This is an optimization exercise on Yosys and OpenROAD, whose aim is small area, a short achievable clock period and few clock cycles, not a production implementation.
The RTL was checked by simulation tests, not by an equivalence proof against the original design.
Power figures rest on the tool's default switching activity, not on a simulated workload.

--- design/flow/run.sh ---
#!/bin/bash
# synth_recipe.tcl (not shown) runs the flow's synth.tcl, then flattens the netlist and writes it again
# the make line also repeats each setting of config.mk as NAME=value (left out here)
make -C /OpenROAD-flow-scripts/flow DESIGN_CONFIG=/design/flow/config.mk WORK_HOME=/design/flow/orfs CLKGATE_MAP_FILE= SYNTH_SCRIPT=/design/flow/synth_recipe.tcl finish
--- design/flow/config.mk ---
export PLATFORM = sky130hd
export DESIGN_NAME = mips_mc_core
export DESIGN_NICKNAME = mips_mc_core
export VERILOG_FILES = /design/flow/design.v
export SDC_FILE = /design/flow/constraint.sdc
export NUM_CORES = 4
export LEC_CHECK = 0
export CAP_MARGIN = 20
export CELL_PAD_IN_SITES_DETAIL_PLACEMENT = 1
export CELL_PAD_IN_SITES_GLOBAL_PLACEMENT = 2
export CORE_MARGIN = 2
export CORE_UTILIZATION = 40
export GPL_ROUTABILITY_DRIVEN = 1
export SLEW_MARGIN = 20
--- design/flow/design.v ---
package mips_mc_core_pkg;
  typedef enum logic [2:0] {
    S_FETCH  = 3'd0,
    S_DECODE = 3'd1,
    S_EXEC   = 3'd2,
    S_MEM    = 3'd3,
    S_WB     = 3'd4,
    S_HALT   = 3'd5
  } state_t;
  localparam logic [5:0] OP_RTYPE = 6'h00;
  localparam logic [5:0] OP_J     = 6'h02;
  localparam logic [5:0] OP_JAL   = 6'h03;
  localparam logic [5:0] OP_BEQ   = 6'h04;
  localparam logic [5:0] OP_BNE   = 6'h05;
  localparam logic [5:0] OP_ADDIU = 6'h09;
  localparam logic [5:0] OP_ORI   = 6'h0d;
  localparam logic [5:0] OP_LUI   = 6'h0f;
  localparam logic [5:0] OP_LW    = 6'h23;
  localparam logic [5:0] OP_SW    = 6'h2b;
  localparam logic [5:0] FN_SLL  = 6'h00;
  localparam logic [5:0] FN_JR   = 6'h08;
  localparam logic [5:0] FN_ADDU = 6'h21;
  localparam logic [5:0] FN_SUBU = 6'h23;
  localparam logic [5:0] FN_AND  = 6'h24;
  localparam logic [5:0] FN_OR   = 6'h25;
  localparam logic [5:0] FN_SLT  = 6'h2a;
endpackage
module mips_mc_regfile (
  input  logic        clk,
  input  logic        reset,
  input  logic [4:0]  ra1,
  input  logic [4:0]  ra2,
  output logic [31:0] rd1,
  output logic [31:0] rd2,
  input  logic        we,
  input  logic [4:0]  wa,
  input  logic [31:0] wd
);
  logic [31:0] regs [32];
  assign regs[0] = '0;
  generate
    for (genvar gi = 1; gi < 32; gi++) begin : g_reg
      logic [31:0] q_reg;
      always_ff @(posedge clk or negedge reset) begin
        if (!reset) q_reg <= '0;
        else if (we && (wa == 5'(gi))) q_reg <= wd;
      end
      assign regs[gi] = q_reg;
    end
  endgenerate
  assign rd1 = regs[ra1];
  assign rd2 = regs[ra2];
endmodule
import mips_mc_core_pkg::*;
module mips_mc_core #(
  parameter logic [31:0] RESET_PC = 32'h0000_3000,
  parameter int          ADDR_W   = 12
) (
  input  logic              clk,
  input  logic              reset,
  output logic              mem_req,
  output logic              mem_we,
  output logic [ADDR_W-1:0] mem_addr,
  output logic [31:0]       mem_wdata,
  input  logic [31:0]       mem_rdata,
  input  logic              mem_ack,
  output logic [31:0]       pc_o,
  output logic              retire,
  output logic              illegal
);
  mips_mc_core_pkg::state_t state_reg;
  logic [31:0]       pc_reg, ir_reg, a_reg, b_reg, alu_reg, mdr_reg, wdata_reg;
  logic              req_reg, we_reg, retire_reg, illegal_reg;
  logic [ADDR_W-1:0] addr_reg;
  logic [5:0]  op, fn;
  logic [4:0]  rs, rt, rd, shamt;
  logic [15:0] imm;
  logic [31:0] simm, zimm;
  assign op    = ir_reg[31:26];
  assign rs    = ir_reg[25:21];
  assign rt    = ir_reg[20:16];
  assign rd    = ir_reg[15:11];
  assign shamt = ir_reg[10:6];
  assign fn    = ir_reg[5:0];
  assign imm   = ir_reg[15:0];
  assign simm  = {{16{imm[15]}}, imm};
  assign zimm  = {16'h0000, imm};
  function automatic logic [ADDR_W-1:0] word_addr(input logic [31:0] v);
    word_addr = {v[ADDR_W-1:2], 2'b00};
  endfunction
  logic [31:0] rf_rd1, rf_rd2, rf_wd;
  logic        rf_we;
  logic [4:0]  rf_wa;
  mips_mc_regfile u_regfile (
    .clk   (clk),
    .reset (reset),
    .ra1   (rs),
    .ra2   (rt),
    .rd1   (rf_rd1),
    .rd2   (rf_rd2),
    .we    (rf_we),
    .wa    (rf_wa),
    .wd    (rf_wd)
  );
  logic legal;
  always_comb begin
    case (op)
      OP_RTYPE: legal = (fn == FN_SLL) || (fn == FN_JR) || (fn == FN_ADDU) || (fn == FN_SUBU) ||
                        (fn == FN_AND) || (fn == FN_OR) || (fn == FN_SLT);
      OP_J, OP_JAL, OP_BEQ, OP_BNE, OP_ADDIU, OP_ORI, OP_LUI, OP_LW, OP_SW: legal = 1'b1;
      default: legal = 1'b0;
    endcase
  end
  logic [31:0] alu_res, exec_pc, eff_addr;
  logic        is_ctrl, is_mem;
  assign eff_addr = a_reg + simm;
  always_comb begin
    alu_res = '0;
    exec_pc = pc_reg;
    is_ctrl = 1'b0;
    is_mem  = (op == OP_LW) || (op == OP_SW);
    case (op)
      OP_RTYPE: begin
        case (fn)
          FN_ADDU: alu_res = a_reg + b_reg;
          FN_SUBU: alu_res = a_reg - b_reg;
          FN_AND:  alu_res = a_reg & b_reg;
          FN_OR:   alu_res = a_reg | b_reg;
          FN_SLT:  alu_res = {31'b0, $signed(a_reg) < $signed(b_reg)};
          FN_SLL:  alu_res = b_reg << shamt;
          FN_JR:   begin is_ctrl = 1'b1; exec_pc = a_reg; end
          default: alu_res = '0;
        endcase
      end
      OP_ADDIU: alu_res = a_reg + simm;
      OP_ORI:   alu_res = a_reg | zimm;
      OP_LUI:   alu_res = {imm, 16'h0000};
      OP_BEQ:   begin is_ctrl = 1'b1; if (a_reg == b_reg) exec_pc = pc_reg + (simm << 2); end
      OP_BNE:   begin is_ctrl = 1'b1; if (a_reg != b_reg) exec_pc = pc_reg + (simm << 2); end
      OP_J, OP_JAL: begin is_ctrl = 1'b1; exec_pc = {pc_reg[31:28], ir_reg[25:0], 2'b00}; end
      default: alu_res = '0;
    endcase
  end
  always_comb begin
    rf_we = 1'b0;
    rf_wa = (op == OP_RTYPE) ? rd : rt;
    rf_wd = (op == OP_LW) ? mdr_reg : alu_reg;
    if (state_reg == S_EXEC && op == OP_JAL) begin
      rf_we = 1'b1;
      rf_wa = 5'd31;
      rf_wd = pc_reg;
    end else if (state_reg == S_WB) begin
      rf_we = 1'b1;
    end
  end
  always_ff @(posedge clk or negedge reset) begin
    if (!reset) begin
      state_reg   <= S_FETCH;
      pc_reg      <= RESET_PC;
      ir_reg      <= '0;
      a_reg       <= '0;
      b_reg       <= '0;
      alu_reg     <= '0;
      mdr_reg     <= '0;
      req_reg     <= 1'b0;
      we_reg      <= 1'b0;
      addr_reg    <= '0;
      wdata_reg   <= '0;
      retire_reg  <= 1'b0;
      illegal_reg <= 1'b0;
    end else begin
      retire_reg <= 1'b0;
      case (state_reg)
        S_FETCH: begin
          if (req_reg && mem_ack) begin
            ir_reg    <= mem_rdata;
            pc_reg    <= pc_reg + 32'd4;
            req_reg   <= 1'b0;
            state_reg <= S_DECODE;
          end else if (!req_reg) begin
            req_reg  <= 1'b1;
            we_reg   <= 1'b0;
            addr_reg <= word_addr(pc_reg);
          end
        end
        S_DECODE: begin
          a_reg <= rf_rd1;
          b_reg <= rf_rd2;
          if (!legal) begin
            illegal_reg <= 1'b1;
            state_reg   <= S_HALT;
          end else begin
            state_reg <= S_EXEC;
          end
        end
        S_EXEC: begin
          if (is_ctrl) begin
            pc_reg     <= exec_pc;
            retire_reg <= 1'b1;
            req_reg    <= 1'b1;
            we_reg     <= 1'b0;
            addr_reg   <= word_addr(exec_pc);
            state_reg  <= S_FETCH;
          end else if (is_mem) begin
            alu_reg   <= eff_addr;
            req_reg   <= 1'b1;
            we_reg    <= (op == OP_SW);
            addr_reg  <= word_addr(eff_addr);
            wdata_reg <= b_reg;
            state_reg <= S_MEM;
          end else begin
            alu_reg   <= alu_res;
            state_reg <= S_WB;
          end
        end
        S_MEM: begin
          if (req_reg && mem_ack) begin
            we_reg <= 1'b0;
            if (op == OP_SW) begin
              retire_reg <= 1'b1;
              addr_reg   <= word_addr(pc_reg);
              state_reg  <= S_FETCH;
            end else begin
              mdr_reg   <= mem_rdata;
              req_reg   <= 1'b0;
              state_reg <= S_WB;
            end
          end
        end
        S_WB: begin
          retire_reg <= 1'b1;
          req_reg    <= 1'b1;
          we_reg     <= 1'b0;
          addr_reg   <= word_addr(pc_reg);
          state_reg  <= S_FETCH;
        end
        S_HALT:  req_reg <= 1'b0;
        default: state_reg <= S_FETCH;
      endcase
    end
  end
  assign mem_req   = req_reg;
  assign mem_we    = we_reg;
  assign mem_addr  = addr_reg;
  assign mem_wdata = wdata_reg;
  assign pc_o      = pc_reg;
  assign retire    = retire_reg;
  assign illegal   = illegal_reg;
endmodule
--- design/flow/constraint.sdc ---
create_clock -name core_clock -period 8.0 [get_ports {clk}]
set_input_delay 1.6000 -clock core_clock [delete_from_list [all_inputs] [get_ports {clk}]]
set_output_delay 1.6000 -clock core_clock [all_outputs]
set_load 0.01 [all_outputs]
==> flow_summary.yaml <==
cts:
  post_cts_resized: 0
  ctsRootBufferMaster: "clkbuf_16"
  cts_setup_buffers: 0
  cts_tree: "done"
  holdBufCountCts: 0
  cts_made_buffers: 147
  cts.sinks: 1233
  htreeDepth: 4
  clk_pin_slew_worst_paths_ns: 0.07
  clk-insertion-delay-late_ns: 0.88
  clk_path_buf_depth: 3
logic_synthesis:
  syn_area_sq_um: 67300
  ys_ff_latch: 1233
  synth_ff_type: "dfrtp_1"
  synth.top_cells.by_area: "dfrtp_1 (46%), o21ai_0 (9.4%), nand2_1 (7.5%), a22oi_1 (5.3%), ha_1 (3.3%)"
  synthArstFlopShare_pct: 100
  synth_cell_types: 94
  yosys_warnings: 3
  syn_avg_cell_area_sq_um: 8.90
  seq_area_frac_synth_pct: 45.9
  synth_cells: 7554
  synth_edf_count: 0
  yosys.area.top_type_share_pct: 45.8
  synth.largest_area_cell: "dfrtp_1"
timing:
  max_freq_mhz: 189
  tns_ns: 0
  fin_crit_ns: 5.30
  worst_pin_slew_ns: 1.28
  skew_ns: 0.0838
  period_share_pct: 66.2
  hold_violations: 0
  setup_viol: 0
  final_max_slew_viol_count: 0
  post-route-worst-setup-slack_ns: 2.70
  relSlewSlack_pct: 14.3
  grt_setup_unrepaired: "false"
power_and_ir_drop:
  p_leak_nw: 32.0
  peakVddDrop_v: 0.000269
  seq_power_share_pct: 33.7
  pwr-share-clk_pct: 27.4
  comb_power_share_pct: 38.9
  powerDensity_nw_per_um2: 345
  switching_share_pct: 46.2
  p_int_mw: 14.2
  p_sw_mw: 12.2
  totalPowerFinal_mw: 26.5
hold_path:
  min_path_type: "flip-flop to flip-flop"
global_route:
  grt_usage_pct: 45.3
  overflow: 0
  grt_max_degree: 126
  grt_pass1_vias: 67176
  antenna_found_initial: 24
  grt_pass1_wl_um: 547000
run:
  maxCapViolations: 0
drt:
  drc: 0
  dr.max_layer_used: "met5"
  via_per_inst: 7.08
  drtAntennaViolNets: 0
  wl_met2_um: 168000
  route.vias.total: 68826
  wirelength_um: 398000
  wirelength_met1_um: 150000
  dr_wl_met3_um: 46700
  first_pass_iters: 8
  wire_per_inst_um: 40.9
  drt_iter0_markers: 10347
critical_path:
  cp-end-kind: "flip-flop"
  path_class: "flip-flop to flip-flop"
  cp-start-kind: "flip-flop"
  crit_path_max_fanout: 18
  critPathArrivalTime_ns: 6.08
  crit_required_ns: 8.78
die:
  io_pins: 115
  start_util_pct: 40.3
  fp.coreArea_sq_um: 167000
  die-area_sq_um: 171000
  std_cell_rows: 150
  die_h_um: 414
  die_w_um: 414
placed_design:
  place_ws_ns: 2.77
  portBuffers: 112
  dp_cells: 9444
  gp_congestion: 0.996
  hpwl_um: 248000
cells_and_area:
  drive_above_1_share_pct: 10.1
  instances_no_fill: 9725
  area_delta_synth_final_pct: 14.1
  finalNetCount: 7609
  largest_reg_flops: 992
status:
  status: "complete, no violations"
## worst max-delay path, cell delays in order (launching register included)
cell	delay, ns
dfrtp_1	0.54
inv_1	0.11
ha_1	0.52
nor3_1	0.84
nand4_1	0.62
or4_4	0.67
a21oi_2	0.70
nand2_2	0.46
a2111oi_0	0.51
a31oi_1	0.09
a31oi_1	0.20
## final cells by class
type / instances / area [sq um]
multi-input combinational: 5522 / 34500
clock buffer: 209 / 4300
tap: 2204 / 2760
timing repair buffer: 350 / 3060
inverter: 136 / 510
clock inverter: 56 / 801
antenna: 15 / 37.5
sequential: 1233 / 30900
fill: 19037 / 90300
## layer usage
layer / global-route usage [%] / vias to the layer above
met5: 0 / -
met4: 31.4 / 24
met3: 14.6 / 1510
met2: 66.0 / 4765
met1: 56.9 / 34978
li1: - / 27549
## cells in the final DEF, fill, tap and decap left out, drive strengths merged, types with 51 or more instances in the layout
cell | synthesis | final
clkdlybuf4s50 | 0 | 111
a221oi | 249 | 249
nor3 | 99 | 99
o21ai | 1274 | 1274
nand2 | 1340 | 1340
a222oi | 83 | 83
nor2 | 288 | 288
dfrtp | 1231 | 1231
nand4 | 117 | 117
mux2 | 51 | 51
nand3 | 180 | 180
a22oi | 476 | 476
a21oi | 230 | 230
mux2i | 87 | 87
buf | 76 | 239
inv | 135 | 139
ha | 180 | 180
clkbuf | 588 | 209
a22o | 238 | 238
## path summary, 6_finish.rpt
check	start	slack [ns]	cells after the start	to
max reg2reg	a_reg[23]$_DFFE_PN0N_	2.70	10	pc_reg[30]$_DFFE_PN0P_
min reg2reg	wdata_reg[13]$_DFFE_PN0P_	0.48	2	wdata_reg[13]$_DFFE_PN0P_
max	a_reg[23]$_DFFE_PN0N_	2.70	10	pc_reg[30]$_DFFE_PN0P_
min	wdata_reg[13]$_DFFE_PN0P_	0.48	2	wdata_reg[13]$_DFFE_PN0P_
max in group asynchronous	reset	5.34	3	u_regfile.g_reg[19].q_reg[11]$_DFFE_PN0P_
min in group asynchronous	reset	0.70	1	addr_reg[5]$_DFFE_PN0P_
## logic make-up (layout without fill, tap and decap cells)
logic type / count (synthesis) / in the layout / synth area share (%)
mux: 163 / 163 / 2.99
other cells: 1 / 17 / 0.00557
buf+inv: 800 / 751 / 4.54
compound gates: 2886 / 2886 / 28.0
flops: 1233 / 1233 / 45.9
xor+xnor: 76 / 76 / 0.990
simple gates: 2211 / 2211 / 14.1
fa+ha+maj: 184 / 184 / 3.47
## metrics by stage
stage | cell area (sq um) | hold WS, ns | util, %
floorplan | 67300 | 0.449 | -
finish | 76800 | 0.476 | 46.0
CTS | 76700 | 0.480 | 45.9
detailed placement | 71600 | 0.470 | 42.9
global placement | 71500 | 0.463 | 42.8
global route | 76700 | 0.500 | 45.9
## cells in the mapped netlist (all sizes together), types with 18 or more instances
library cell / instances
nand2: 1340
o21ai: 1274
dfrtp: 1231
clkbuf: 588
a22oi: 476
nor2: 288
a221oi: 249
a22o: 238
a21oi: 230
ha: 180
nand3: 180
inv: 135
nand4: 117
nor3: 99
mux2i: 87
a222oi: 83
buf: 76
mux2: 51
xnor2: 49
a21o: 38
nor4: 38
a211oi: 34
a31oi: 33
o22ai: 29
xor2: 27
and3: 25
mux4: 25
nand2b: 24
o31ai: 23
o221ai: 21
or3: 20
o211ai: 19
o21a: 19
o21bai: 18
or2: 18
## power groups by stage
| stage | Sequential [mW] | Clock [mW] | Combinational (mW) |
|---|---|---|---|
| 6_report | 8.93 | 7.24 | 10.3 |
| 5_1_grt | 9.00 | 7.51 | 10.6 |
| 4_1_cts | 8.85 | 7.27 | 9.85 |
| 3_5_place_dp | 8.95 | 0 | 9.81 |
| 3_3_place_gp | 8.92 | 0 | 9.69 |
| 2_1_floorplan | 8.25 | 0 | 5.27 |
Testbench counts, summed over its fixed seeds: cycles 27,731.

[afterwards: timing with drivers on the ports]
The results above use ideal ports. As a check the final layout listed here was re-extracted and re-timed, cells and wires unchanged. Step 1 (the two cells are an assumption about what drives the block):
set clk [get_ports {clk}]
set_driving_cell -lib_cell sky130_fd_sc_hd__clkbuf_16 $clk
set_driving_cell -lib_cell sky130_fd_sc_hd__buf_2 [delete_from_list [all_inputs] $clk]
Step 2, shift: input delay + t, output delay - t, t = (earliest + latest rising clock arrival at the registers) / 2. This alone moves slack from input paths to output paths. Three values: ideal, step 1, step 2; two values: the first two.
t (ns): 0.924
setup WS [ns]: 2.704 / 2.704 / 2.704
worst setup path at the end: register to register
clock arrival spread, ns: 0.091 / 0.091
After both steps this run still meets setup and hold. The setup slack of this run moves by 0.000 ns with the drivers and by 0.000 ns with both steps.
